Context: an optimization exercise on an open-source flow, tuned for small area, a short achievable clock period and few clock cycles per item. The choices shown serve that exercise and are no tape-out recipe. Only simulation tests tie the RTL to the original design; equivalence was not proved.

==> flow/design.v (excerpt) <==
module sha256_stream_hasher (
  input  wire         clk,
  input  wire         rst_n,
  input  wire         in_tvalid,
  output logic        in_tready,
  input  wire  [7:0]  in_tdata,
  input  wire  [1:0]  in_tuser,
  output logic        out_tvalid,
  input  wire         out_tready,
  output logic [31:0] out_tdata,
  output logic [4:0]  out_tuser,
  output logic        out_tlast
);
  function automatic logic [31:0] bsig0(input logic [31:0] x);
    bsig0 = {x[1:0], x[31:2]} ^ {x[12:0], x[31:13]} ^ {x[21:0], x[31:22]};
  endfunction
  function automatic logic [31:0] bsig1(input logic [31:0] x);
    bsig1 = {x[5:0], x[31:6]} ^ {x[10:0], x[31:11]} ^ {x[24:0], x[31:25]};
  endfunction
  function automatic logic [31:0] ssig0(input logic [31:0] x);
    ssig0 = {x[6:0], x[31:7]} ^ {x[17:0], x[31:18]} ^ {3'b000, x[31:3]};
  endfunction
  function automatic logic [31:0] ssig1(input logic [31:0] x);
    ssig1 = {x[16:0], x[31:17]} ^ {x[18:0], x[31:19]} ^ {10'd0, x[31:10]};
  endfunction
  logic        s_valid;
  logic [1:0]  s_mode;
  logic [7:0]  s_data;
  logic [15:0] len_r;
  logic        done_r;
  logic        msg_first;
  logic [5:0]  fill_r;
  logic        pad_active;
  logic        pad_wrap;
  logic [511:0] ib_r;
  logic        ib_full;
  logic        ib_first;
  ...
export LEC_CHECK = 0
export ABC_AREA = 1
export CAP_MARGIN = 20
export CORE_MARGIN = 2
export CORE_UTILIZATION = 40
export CTS_CLUSTER_DIAMETER = 60
export CTS_CLUSTER_SIZE = 24
export PLACE_DENSITY = 0.6
export SLEW_MARGIN = 20
create_clock -name core_clock -period 11.0 [get_ports {clk}]
standard.sh (not shown) runs the stock make flow with config.mk's settings and CLKGATE_MAP_FILE= SYNTH_SCRIPT=/design/flow/synth_recipe.tcl, a recipe that flattens the netlist after the stock synthesis.
==> flow/flow/run.sh <==
#!/bin/bash
set -euo pipefail
bash standard.sh ADDER_MAP_FILE= "BUFFER_PORTS_ARGS=-buffer_cell sky130_fd_sc_hd__buf_2" \
  SETUP_SLACK_MARGIN=7.45 finish > standard_flow.log 2>&1
Testbench counts at the start, summed over its fixed seeds: cycles 73,764, bytes 62,512.
Edit:
--- a/flow/design.v
+++ b/flow/design.v
@@ -77,12 +77,13 @@
   logic [5:0]  rnd_r;
   logic        eng_first;
   logic        eng_last;
   logic [1:0]  pend_r;
   logic        h_hold;
   logic [2:0]  idx_r;
+  logic [7:0]  idx_oh;      
   logic        err_pend;
   logic [1:0]  err_stat;
   logic start;
   logic ring_en;
   logic ib_space;
   logic out_idle;
@@ -437,35 +438,44 @@
     if (!rst_n) begin
       o_valid <= 1'b0;
     end else if (out_free) begin
       o_valid <= err_pend || h_hold;
     end
   end
+  logic [31:0] dig_word;
+  always_comb begin
+    dig_word = 32'd0;
+    for (int i = 0; i < 4; i++) begin
+      dig_word = dig_word | ({32{idx_oh[i]}} & ha[i]) | ({32{idx_oh[i+4]}} & he[i]);
+    end
+  end
   always_ff @(posedge clk) begin
     if (take) begin
-      o_data <= err_pend ? 32'd0 : (idx_r[2] ? he[idx_r[1:0]] : ha[idx_r[1:0]]);
+      o_data <= err_pend ? 32'd0 : dig_word;
       o_user <= err_pend ? {err_stat, 3'd0} : {sha256_pkg::STAT_DIGEST, idx_r};
       o_last <= err_pend || (idx_r == 3'd7);
     end
   end
   always_ff @(posedge clk) begin
     if (!rst_n) begin
       pend_r   <= '0;
       h_hold   <= 1'b0;
       idx_r    <= '0;
+      idx_oh   <= 8'd1;
       err_pend <= 1'b0;
       err_stat <= sha256_pkg::STAT_AFTER_FINISH;
     end else begin
       if (do_err) begin
         err_pend <= 1'b1;
         err_stat <= done_r ? sha256_pkg::STAT_AFTER_FINISH : sha256_pkg::STAT_TOO_LONG;
       end else if (take && err_pend) begin
         err_pend <= 1'b0;
       end
       if (take && !err_pend) begin
-        idx_r <= idx_r + 3'd1;
+        idx_r  <= idx_r + 3'd1;
+        idx_oh <= {idx_oh[6:0], idx_oh[7]};
       end
       if (do_rep || (ff_r && eng_last)) begin
         h_hold <= 1'b1;
       end else if (take && !err_pend && idx_r == 3'd7) begin
         h_hold <= 1'b0;
       end
What happened:
- clock skew rises by 0.0031 ns
- utilization came out higher by 1.2 points
- non-clock buffer count rose by 50
- area after synthesis is lower by 1.4%
- routed wire length increases by 1.9%
Testbench counts after the change, summed over its fixed seeds: cycles 73,764, bytes 62,512.

---

Starting RTL as in the previous note.
==> flow/design.v (excerpt) <==
module sha256_stream_hasher (
  input  wire         clk,
  input  wire         rst_n,
  input  wire         in_tvalid,
  output logic        in_tready,
  input  wire  [7:0]  in_tdata,
  input  wire  [1:0]  in_tuser,
  output logic        out_tvalid,
  input  wire         out_tready,
  output logic [31:0] out_tdata,
  output logic [4:0]  out_tuser,
  output logic        out_tlast
);
clock: 11.0 ns
lec_check: 0
abc_area: 1
cap_margin: 20
core_margin: 2
core_utilization: 40
cts_cluster_diameter: 60
cts_cluster_size: 24
place_density: 0.6
slew_margin: 20
==> flow/flow/run.sh <==
#!/bin/bash
set -euo pipefail
bash standard.sh ADDER_MAP_FILE= "BUFFER_PORTS_ARGS=-buffer_cell sky130_fd_sc_hd__buf_2" \
  SETUP_SLACK_MARGIN=7.5 finish > standard_flow.log 2>&1
Testbench counts at the start, summed over its fixed seeds: cycles 73,764, bytes 62,512.
Next try:
--- a/flow/design.v
+++ b/flow/design.v
@@ -261,31 +261,31 @@
   assign add_e = ((eng_first && !zmode) ? iv_e : he[3]) + (zmode ? 32'd0 : v_r[4]);
   always_ff @(posedge clk) begin
     if (ring_en) begin
       ha[0] <= add_a;
       he[0] <= add_e;
       for (int i = 1; i < 4; i++) begin
         ha[i] <= ha[i-1];
         he[i] <= he[i-1];
       end
     end
   end
   logic [31:0] k_nxt;
-  logic [5:0]  kidx_a, kidx_b;
   always_comb begin
     if (start) begin
       k_nxt = sha256_pkg::K_ROUND_FLAT[32*62 +: 32];
+    end else if (run_r && rnd_r != 6'd63) begin
+      k_nxt = sha256_pkg::K_ROUND_FLAT[{~(rnd_r + 6'd2), 5'b00000} +: 32];
     end else begin
-      k_nxt = {sha256_pkg::K_ROUND_FLAT[{kidx_b, 5'b10000} +: 16],
-               sha256_pkg::K_ROUND_FLAT[{~kidx_a, 5'b00000} +: 16]};
+      k_nxt = sha256_pkg::K_ROUND_FLAT[32*63 +: 32];
     end
   end
   logic [31:0] a_new, e_new, s1, ch, s0, mj;
   assign s1 = bsig1(v_r[4]);
   assign ch = (v_r[4] & v_r[5]) ^ (~v_r[4] & v_r[6]);
   assign s0 = bsig0(v_r[0]);
   assign mj = (v_r[0] & v_r[1]) ^ (v_r[0] & v_r[2]) ^ (v_r[1] & v_r[2]);
   logic [31:0] t1s, t1c, xs, xc, ys, yc, es, ec;
   assign t1s = p_r ^ s1 ^ ch;
   assign t1c = {((p_r[30:0] & s1[30:0]) | (p_r[30:0] & ch[30:0]) | (s1[30:0] & ch[30:0])), 1'b0};
   assign xs  = t1s ^ t1c ^ s0;
   assign xc  = {((t1s[30:0] & t1c[30:0]) | (t1s[30:0] & s0[30:0]) | (t1c[30:0] & s0[30:0])), 1'b0};
@@ -400,28 +400,24 @@
       run_n      = 1'b1;
       rnd_n      = 6'd61;
       eng_last_n = 1'b0;
     end else if (run_r) begin
       if (rnd_r == 6'd63) begin
         run_n = 1'b0;
       end else begin
         rnd_n = rnd_r + 6'd1;
       end
     end
   end
   always_ff @(posedge clk) begin
-    kidx_a <= (run_n && rnd_n != 6'd63) ? rnd_n + 6'd2 : 6'd0;
-    kidx_b <= ~((run_n && rnd_n != 6'd63) ? rnd_n + 6'd2 : 6'd0);
-  end
-  always_ff @(posedge clk) begin
     if (!rst_n) begin
       start   <= 1'b0;
       ring_en <= 1'b0;
     end else begin
       start   <= ib_full_n && !h_hold_n
                  && ((!run_n && !ff_n && ib_first_n) || (ff_n && !eng_last_n));
       ring_en <= (run_n && rnd_n[5:2] == 4'hf && rnd_n[1:0] != 2'd0) || ff_n;
     end
   end
   logic        o_valid;
   logic [31:0] o_data;
   logic [4:0]  o_user;
Effect:
- die area fell by 1.8%
- fmax drops by 1.2%
- register-to-register slack gets better by 0.08 ns
- utilization went up by 1.5 points
- clock skew goes up by 0.011 ns
Testbench counts after the change, summed over its fixed seeds: cycles 73,764, bytes 62,512.

-- afterwards: timing with drivers on the ports --
How much do the figures lean on ideal ports? The routed layouts below were timed once more, with nothing changed but the port constraints. Step 1, drivers: a clkbuf_16 drives clk and a buf_2 each remaining input, both assumed. Step 2, shift: input delay + t, output delay - t, t = (earliest + latest rising clock arrival at the registers) / 2. This alone moves slack from input paths to output paths. a / b / c = no drivers / after step 1 / after step 2; a / b = the first two.
| run | t, ns | slack for setup (ns) | worst hold slack (ns) | pins driven straight from the clock port |
|---|---|---|---|---|
| the first run of note 1 | 0.897 | 7.440 / 7.356 / 7.081 | 0.413 / 0.413 / 0.413 | 1 |
| the second run of note 1 | 0.918 | 7.430 / 7.339 / 6.780 | 0.390 / 0.390 / 0.390 | 1 |
| the first run of note 2 | 0.901 | 7.420 / 7.358 / 7.090 | 0.416 / 0.416 / 0.416 | 1 |
| the second run of note 2 | 0.920 | 7.376 / 7.285 / 6.990 | 0.404 / 0.404 / 0.404 | 1 |
After both steps setup and hold are still met in every run listed. The setup slack of the second run of note 1, which loses most, moves by -0.091 ns with the drivers and by -0.650 ns with both steps.
